This is an optimization exercise on Yosys and OpenROAD, whose aim is small area and a short achievable clock period, not a production implementation. No activity file was given, so power comes from the tool's default toggle rates.

==> module dmem_responder, before the edit <==
module dmem_responder #(
  parameter int          Nloc        = 64,
  parameter int          Dbits       = 32,
  parameter logic [31:0] RAM_BASE    = {dmem_pkg::RAM_REGION, 16'h0000},
  parameter logic [31:0] IO_BASE     = {dmem_pkg::IO_REGION, 16'h0000}
) (
  input  logic             clk,
  input  logic             reset,
  input  logic             mem_req,
  input  logic             mem_wr,
  input  logic [Dbits-1:0] mem_addr,
  input  logic [Dbits-1:0] mem_writedata,
  output logic [Dbits-1:0] mem_readdata,
  output logic             stall,
  output logic [15:0]      led,
  output logic [Dbits-1:0] cycle_count
);
  localparam int AW = $clog2(Nloc);
  logic c1_q, c2_q, c3_q;
  logic idle;
  logic             wr_q;
  logic             ram_q, led_sel_q, cnt_sel_q;
  logic [AW-1:0]    sqn_q;
  logic [Dbits-1:0] wdata_q;
  logic [AW-1:0]    ph_q;
  logic             pv_q;
  logic [AW-1:0]    pnext_q;
  logic [Dbits-1:0] pdata_q;
  logic [15:0]      led_q;
  logic [Dbits-1:0] cyc_q;
  logic             is_ram, is_led, is_cnt;
  logic             commit;
  logic             ins_now;
  logic [Dbits-1:0] tap_data;
  logic             byp;
  logic [Dbits-1:0] io_val;
  logic [Dbits-1:0] other_val;
  logic             use_tap;
  logic             rd_en;
  assign idle   = !(c1_q || c2_q || c3_q);
  assign is_ram = (mem_addr[31:16] == RAM_BASE[31:16]);
  assign is_led = (mem_addr[31:16] == IO_BASE[31:16]) && (mem_addr[15:2] == 14'd0);
  assign is_cnt = (mem_addr[31:16] == IO_BASE[31:16]) && (mem_addr[15:2] == 14'd1);
  assign commit  = c3_q && mem_req && wr_q;
  assign ins_now = pv_q && (pnext_q[1:0] == 2'd0);
  dmem_ram #(
    .Nloc  (Nloc),
    .Dbits (Dbits)
  ) u_ram (
    .clk     (clk),
    .ins_en  (ins_now),
    .ins_idx (pnext_q[AW-1:2]),
    .wdata   (pdata_q),
    .rd_idx  (sqn_q[AW-1:1]),
    .rdata   (tap_data)
  );
  assign byp = pv_q && (pnext_q == sqn_q);
  always_comb begin
    io_val = '0;
    if (led_sel_q) begin
      io_val = {{(Dbits-16){1'b0}}, led_q};
    end else if (cnt_sel_q) begin
      io_val = cyc_q;
    end
  end
  assign use_tap   = !idle && ram_q && !byp;
  assign other_val = idle ? mem_writedata : ((ram_q && byp) ? pdata_q : io_val);
  assign rd_en = !wr_q && (ram_q ? ((c1_q || c2_q) && sqn_q[0]) : c2_q);
  always_ff @(posedge clk or posedge reset) begin
    if (reset) begin
      c1_q <= 1'b0;
      c2_q <= 1'b0;
      c3_q <= 1'b0;
    end else begin
      c1_q <= idle && mem_req;
      c2_q <= c1_q && mem_req;
      c3_q <= c2_q && mem_req;
    end
  end
  always_ff @(posedge clk) begin
    ph_q <= ph_q + 1'b1;
    if (idle) begin
      wr_q      <= mem_wr;
      ram_q     <= is_ram;
      led_sel_q <= is_led;
      cnt_sel_q <= is_cnt;
      sqn_q     <= mem_addr[AW+1:2] + ph_q;
    end else begin
      sqn_q     <= sqn_q + 1'b1;
    end
    if (idle || rd_en) begin
      wdata_q <= use_tap ? tap_data : other_val;
    end
    pv_q    <= (commit && ram_q) || (pv_q && !ins_now);
    pnext_q <= ((commit && ram_q) ? sqn_q : pnext_q) + 1'b1;
    if (commit && ram_q) begin
      pdata_q <= wdata_q;
    end
  end
  always_ff @(posedge clk or posedge reset) begin
    if (reset) begin
      led_q <= '0;
    end else if (commit && led_sel_q) begin
      led_q <= wdata_q[15:0];
    end
  end
  always_ff @(posedge clk or posedge reset) begin
    if (reset) begin
      cyc_q <= '0;
    end else begin
      cyc_q <= cyc_q + 1'b1;
    end
  end
  assign stall        = mem_req && !c3_q && !reset;
  assign mem_readdata = wdata_q;
  assign led          = led_q;
  assign cycle_count  = cyc_q;
endmodule
clock: 4.4 ns
lec_check: 0
abc_clock_period_in_ps: 2000
cap_margin: 20
core_margin: 2
core_utilization: 35
setup_slack_margin: 2.2
slew_margin: 20
standard.sh (not shown) runs the stock make flow with config.mk's settings and CLKGATE_MAP_FILE= SYNTH_SCRIPT=/design/flow/synth_recipe.tcl, a recipe that flattens the netlist after the stock synthesis.
==> flow/flow/run.sh <==
#!/bin/bash
# Standard layout with port buffers made of plain buffers and free resizing.
set -euo pipefail
bash standard.sh 'BUFFER_PORTS_ARGS=-buffer_cell sky130_fd_sc_hd__buf_2' MATCH_CELL_FOOTPRINT=0 finish > run_make.log 2>&1
Change:
--- a/flow/design.v
+++ b/flow/design.v
@@ -62,16 +62,14 @@
   logic [15:0]      led_q;
   logic [Dbits-1:0] cyc_q;
   logic             is_ram, is_led, is_cnt;
   logic             commit;
   logic             ins_now;
   logic [Dbits-1:0] tap_data;
-  logic             byp;
-  logic [Dbits-1:0] io_val;
-  logic [Dbits-1:0] other_val;
-  logic             use_tap;
+  logic [Dbits-1:0] ram_val;
+  logic [Dbits-1:0] rd_val;
   logic             rd_en;
   assign idle   = !(c1_q || c2_q || c3_q);
   assign is_ram = (mem_addr[31:16] == RAM_BASE[31:16]);
   assign is_led = (mem_addr[31:16] == IO_BASE[31:16]) && (mem_addr[15:2] == 14'd0);
   assign is_cnt = (mem_addr[31:16] == IO_BASE[31:16]) && (mem_addr[15:2] == 14'd1);
   assign commit  = c3_q && mem_req && wr_q;
@@ -84,23 +82,23 @@
     .ins_en  (ins_now),
     .ins_idx (pnext_q[AW-1:2]),
     .wdata   (pdata_q),
     .rd_idx  (sqn_q[AW-1:1]),
     .rdata   (tap_data)
   );
-  assign byp = pv_q && (pnext_q == sqn_q);
+  assign ram_val = (pv_q && (pnext_q == sqn_q)) ? pdata_q : tap_data;
   always_comb begin
-    io_val = '0;
-    if (led_sel_q) begin
-      io_val = {{(Dbits-16){1'b0}}, led_q};
+    rd_val = '0;
+    if (ram_q) begin
+      rd_val = ram_val;
+    end else if (led_sel_q) begin
+      rd_val = {{(Dbits-16){1'b0}}, led_q};
     end else if (cnt_sel_q) begin
-      io_val = cyc_q;
+      rd_val = cyc_q;
     end
   end
-  assign use_tap   = !idle && ram_q && !byp;
-  assign other_val = idle ? mem_writedata : ((ram_q && byp) ? pdata_q : io_val);
   assign rd_en = !wr_q && (ram_q ? ((c1_q || c2_q) && sqn_q[0]) : c2_q);
   always_ff @(posedge clk or posedge reset) begin
     if (reset) begin
       c1_q <= 1'b0;
       c2_q <= 1'b0;
       c3_q <= 1'b0;
@@ -115,17 +113,18 @@
     if (idle) begin
       wr_q      <= mem_wr;
       ram_q     <= is_ram;
       led_sel_q <= is_led;
       cnt_sel_q <= is_cnt;
       sqn_q     <= mem_addr[AW+1:2] + ph_q;
+      wdata_q   <= mem_writedata;
     end else begin
       sqn_q     <= sqn_q + 1'b1;
-    end
-    if (idle || rd_en) begin
-      wdata_q <= use_tap ? tap_data : other_val;
+      if (rd_en) begin
+        wdata_q <= rd_val;
+      end
     end
     pv_q    <= (commit && ram_q) || (pv_q && !ins_now);
     pnext_q <= ((commit && ram_q) ? sqn_q : pnext_q) + 1'b1;
     if (commit && ram_q) begin
       pdata_q <= wdata_q;
     end
Core utilization goes up by 0.15 points.
Sequential cell count does not change.
Sequential power barely changes.
Critical path depth goes up by 8.
Cell count hardly moves.
Hold slack degrades by 0.12 ns.
Setup slack degrades by 0.13 ns.
Clock power goes up by about 4%.
Maximum frequency goes down by 5.2%.
Design area hardly moves.
Die area is about the same.
No run of this note included a check of the RTL's function; only the layout flow was run.

========
The RTL this note starts from:
==> flow/design.v <==
package dmem_pkg;
  localparam logic [15:0] RAM_REGION = 16'h1001;
  localparam logic [15:0] IO_REGION  = 16'h1003;
endpackage
module dmem_ram #(
  parameter int Nloc  = 64,
  parameter int Dbits = 32
) (
  input  logic                      clk,
  input  logic                      ins_en,
  input  logic [$clog2(Nloc)-3:0]   ins_idx,
  input  logic [Dbits-1:0]          wdata,
  input  logic [$clog2(Nloc)-2:0]   rd_idx,
  output logic [Dbits-1:0]          rdata
);
  logic [Nloc-1:0][Dbits-1:0] ring;
  logic [Nloc/2-1:0][Dbits-1:0] taps;
  always_ff @(posedge clk) begin
    for (int i = 0; i < Nloc; i++) begin
      if (i % 4 == 0 && ins_en && ins_idx == ($clog2(Nloc)-2)'(i / 4)) begin
        ring[i] <= wdata;
      end else begin
        ring[i] <= ring[(i + Nloc - 1) % Nloc];
      end
    end
  end
  always_comb begin
    for (int j = 0; j < Nloc / 2; j++) begin
      taps[j] = ring[2 * j];
    end
  end
  assign rdata = taps[rd_idx];
endmodule
module dmem_responder #(
  parameter int          Nloc        = 64,
  parameter int          Dbits       = 32,
  parameter logic [31:0] RAM_BASE    = {dmem_pkg::RAM_REGION, 16'h0000},
  parameter logic [31:0] IO_BASE     = {dmem_pkg::IO_REGION, 16'h0000}
) (
  input  logic             clk,
  input  logic             reset,
  input  logic             mem_req,
  input  logic             mem_wr,
  input  logic [Dbits-1:0] mem_addr,
  input  logic [Dbits-1:0] mem_writedata,
  output logic [Dbits-1:0] mem_readdata,
  output logic             stall,
  output logic [15:0]      led,
  output logic [Dbits-1:0] cycle_count
);
  localparam int AW = $clog2(Nloc);
  logic c1_q, c2_q, c3_q;
  logic idle;
  logic             wr_q;
  logic             ram_q, led_sel_q, cnt_sel_q;
  logic [AW-1:0]    sqn_q;
  logic [Dbits-1:0] wdata_q;
  logic [AW-1:0]    ph_q;
  logic             pv_q;
  logic [AW-1:0]    pnext_q;
  logic [Dbits-1:0] pdata_q;
  logic [15:0]      led_q;
  logic [Dbits-1:0] cyc_q;
  logic             is_ram, is_led, is_cnt;
  logic             commit;
  logic             ins_now;
  logic [Dbits-1:0] tap_data;
  logic             byp;
  logic [Dbits-1:0] io_val;
  logic [Dbits-1:0] other_val;
  logic             use_tap;
  logic             rd_en;
  assign idle   = !(c1_q || c2_q || c3_q);
  assign is_ram = (mem_addr[31:16] == RAM_BASE[31:16]);
  assign is_led = (mem_addr[31:16] == IO_BASE[31:16]) && (mem_addr[15:2] == 14'd0);
  assign is_cnt = (mem_addr[31:16] == IO_BASE[31:16]) && (mem_addr[15:2] == 14'd1);
  assign commit  = c3_q && mem_req && wr_q;
  assign ins_now = pv_q && (pnext_q[1:0] == 2'd0);
  dmem_ram #(
    .Nloc  (Nloc),
    .Dbits (Dbits)
  ) u_ram (
    .clk     (clk),
    .ins_en  (ins_now),
    .ins_idx (pnext_q[AW-1:2]),
    .wdata   (pdata_q),
    .rd_idx  (sqn_q[AW-1:1]),
    .rdata   (tap_data)
  );
  assign byp = pv_q && (pnext_q == sqn_q);
  always_comb begin
    io_val = '0;
    if (led_sel_q) begin
      io_val = {{(Dbits-16){1'b0}}, led_q};
    end else if (cnt_sel_q) begin
      io_val = cyc_q;
    end
  end
  assign use_tap   = !idle && ram_q && !byp;
  assign other_val = idle ? mem_writedata : ((ram_q && byp) ? pdata_q : io_val);
  assign rd_en = !wr_q && (ram_q ? ((c1_q || c2_q) && sqn_q[0]) : c2_q);
  always_ff @(posedge clk or posedge reset) begin
    if (reset) begin
      c1_q <= 1'b0;
      c2_q <= 1'b0;
      c3_q <= 1'b0;
    end else begin
      c1_q <= idle && mem_req;
      c2_q <= c1_q && mem_req;
      c3_q <= c2_q && mem_req;
    end
  end
  always_ff @(posedge clk) begin
    ph_q <= ph_q + 1'b1;
    if (idle) begin
      wr_q      <= mem_wr;
      ram_q     <= is_ram;
      led_sel_q <= is_led;
      cnt_sel_q <= is_cnt;
      sqn_q     <= mem_addr[AW+1:2] + ph_q;
    end else begin
      sqn_q     <= sqn_q + 1'b1;
    end
    if (idle || rd_en) begin
      wdata_q <= use_tap ? tap_data : other_val;
    end
    pv_q    <= (commit && ram_q) || (pv_q && !ins_now);
    pnext_q <= ((commit && ram_q) ? sqn_q : pnext_q) + 1'b1;
    if (commit && ram_q) begin
      pdata_q <= wdata_q;
    end
  end
  always_ff @(posedge clk or posedge reset) begin
    if (reset) begin
      led_q <= '0;
    end else if (commit && led_sel_q) begin
      led_q <= wdata_q[15:0];
    end
  end
  always_ff @(posedge clk or posedge reset) begin
    if (reset) begin
      cyc_q <= '0;
    end else begin
      cyc_q <= cyc_q + 1'b1;
    end
  end
  assign stall        = mem_req && !c3_q && !reset;
  assign mem_readdata = wdata_q;
  assign led          = led_q;
  assign cycle_count  = cyc_q;
endmodule
==> flow/config.mk <==
export PLATFORM = sky130hd
export DESIGN_NAME = dmem_responder
export DESIGN_NICKNAME = dmem_responder
export VERILOG_FILES = /design/flow/design.v
export SDC_FILE = /design/flow/constraint.sdc
export NUM_CORES = 4
export LEC_CHECK = 0
export ABC_CLOCK_PERIOD_IN_PS = 2000
export CAP_MARGIN = 20
export CORE_MARGIN = 2
export CORE_UTILIZATION = 70
export CTS_BUF_LIST = sky130_fd_sc_hd__clkbuf_8 sky130_fd_sc_hd__clkbuf_16
export CTS_CLUSTER_DIAMETER = 40
export CTS_CLUSTER_SIZE = 20
export PLACE_DENSITY = 0.8
export SETUP_SLACK_MARGIN = 2.1
export SLEW_MARGIN = 20
==> flow/constraint.sdc <==
create_clock -name core_clock -period 4.4 [get_ports {clk}]
set_input_delay 0.8800 -clock core_clock [delete_from_list [all_inputs] [get_ports {clk}]]
set_output_delay 0.8800 -clock core_clock [all_outputs]
set_load 0.01 [all_outputs]
Scripts as last shown in full above: flow/flow/run.sh
==> next run, changes <==
--- a/flow/design.v
+++ b/flow/design.v
@@ -8,15 +8,13 @@
 ) (
   input  logic                      clk,
-  input  logic                      ins_en,
-  input  logic [$clog2(Nloc)-3:0]   ins_idx,
+  input  logic [Nloc/4-1:0]         ins_sel,
   input  logic [Dbits-1:0]          wdata,
-  input  logic [$clog2(Nloc)-2:0]   rd_idx,
+  input  logic [Nloc/2-1:0]         rd_sel,
   output logic [Dbits-1:0]          rdata
 );
   logic [Nloc-1:0][Dbits-1:0] ring;
-  logic [Nloc/2-1:0][Dbits-1:0] taps;
   always_ff @(posedge clk) begin
     for (int i = 0; i < Nloc; i++) begin
-      if (i % 4 == 0 && ins_en && ins_idx == ($clog2(Nloc)-2)'(i / 4)) begin
+      if (i % 4 == 0 && ins_sel[i / 4]) begin
         ring[i] <= wdata;
       end else begin
@@ -26,9 +24,9 @@
   end
   always_comb begin
+    rdata = '0;
     for (int j = 0; j < Nloc / 2; j++) begin
-      taps[j] = ring[2 * j];
+      rdata = rdata | (ring[2 * j] & {Dbits{rd_sel[j]}});
     end
   end
-  assign rdata = taps[rd_idx];
 endmodule
 module dmem_responder #(
@@ -55,4 +53,6 @@
   logic             ram_q, led_sel_q, cnt_sel_q;
   logic [AW-1:0]    sqn_q;
+  logic [Nloc/2-1:0] tsel_q;
+  logic [AW-1:0]    s1;
   logic [Dbits-1:0] wdata_q;
   logic [AW-1:0]    ph_q;
@@ -60,4 +60,7 @@
   logic [AW-1:0]    pnext_q;
   logic [Dbits-1:0] pdata_q;
+  logic [Nloc/4-1:0] ins_q;
+  logic             pv_d;
+  logic [AW-1:0]    pnext_d;
   logic [15:0]      led_q;
   logic [Dbits-1:0] cyc_q;
@@ -72,4 +75,5 @@
   logic             rd_en;
   assign idle   = !(c1_q || c2_q || c3_q);
+  assign s1     = mem_addr[AW+1:2] + ph_q;
   assign is_ram = (mem_addr[31:16] == RAM_BASE[31:16]);
   assign is_led = (mem_addr[31:16] == IO_BASE[31:16]) && (mem_addr[15:2] == 14'd0);
@@ -77,4 +81,6 @@
   assign commit  = c3_q && mem_req && wr_q;
   assign ins_now = pv_q && (pnext_q[1:0] == 2'd0);
+  assign pv_d    = (commit && ram_q) || (pv_q && !ins_now);
+  assign pnext_d = ((commit && ram_q) ? sqn_q : pnext_q) + 1'b1;
   dmem_ram #(
     .Nloc  (Nloc),
@@ -82,8 +88,7 @@
   ) u_ram (
     .clk     (clk),
-    .ins_en  (ins_now),
-    .ins_idx (pnext_q[AW-1:2]),
+    .ins_sel (ins_q),
     .wdata   (pdata_q),
-    .rd_idx  (sqn_q[AW-1:1]),
+    .rd_sel  (tsel_q),
     .rdata   (tap_data)
   );
@@ -118,5 +123,6 @@
       led_sel_q <= is_led;
       cnt_sel_q <= is_cnt;
-      sqn_q     <= mem_addr[AW+1:2] + ph_q;
+      sqn_q     <= s1;
+      tsel_q    <= (Nloc/2)'(1) << s1[AW-1:1];
     end else begin
       sqn_q     <= sqn_q + 1'b1;
@@ -125,6 +131,7 @@
       wdata_q <= use_tap ? tap_data : other_val;
     end
-    pv_q    <= (commit && ram_q) || (pv_q && !ins_now);
-    pnext_q <= ((commit && ram_q) ? sqn_q : pnext_q) + 1'b1;
+    pv_q    <= pv_d;
+    pnext_q <= pnext_d;
+    ins_q   <= pv_d && (pnext_d[1:0] == 2'd0) ? (Nloc/4)'(1) << pnext_d[AW-1:2] : '0;
     if (commit && ram_q) begin
       pdata_q <= wdata_q;
Result: The changed run finished clean; die area goes down by 1.8%; worst hold slack degrades by 0.046 ns; total power is lower by 1.9%; register-to-register slack gets worse by 0.12 ns; worst setup slack loses 0.023 ns; critical path depth came out higher by 6; count of clock-buffer cells in the layout grows by 5; sequential share of layout area went up by 2.3 points; combinational power drops by 39%; fmax falls by 0.94%; flip-flop and latch count rose by 48; sequential power is higher by about 2%.
No run of this note included a check of the RTL's function; only the layout flow was run.

## static timing again, ports no longer ideal
No port has a modelled driver above. Below, the same layouts with a new extraction and two added sets of constraints.
Step 1, drivers: a clkbuf_16 drives clk and a buf_2 each remaining input, both assumed.
Step 2, shift: input delay + t, output delay - t, t = (earliest + latest rising clock arrival at the registers) / 2. This alone moves slack from input paths to output paths.
a / b / c = ideal ports / drivers / drivers and shift; a / b = the first two.
| run | t, ns | setup slack, ns | worst hold slack (ns) | worst data-port slew with drivers (ns) | pins driven straight from the clock port |
|---|---|---|---|---|---|
| the first run of note 1 | 0.887 | 1.985 / 1.906 / 1.995 | 0.226 / 0.175 / 0.307 | 0.08 | 1 |
| the second run of note 1 | 0.889 | 1.853 / 1.853 / 1.853 | 0.102 / 0.048 / 0.315 | 0.08 | 1 |
| the first run of note 2 | 0.857 | 1.946 / 1.870 / 1.678 | 0.297 / 0.247 / 0.315 | 0.13 | 1 |
| the second run of note 2 | 0.863 | 1.923 / 1.895 / 1.529 | 0.251 / 0.208 / 0.302 | 0.11 | 1 |
After both steps setup and hold are still met in every run listed. For the second run of note 2, which loses most, drivers alone change the setup slack by -0.028 ns; drivers and shift together by -0.394 ns.
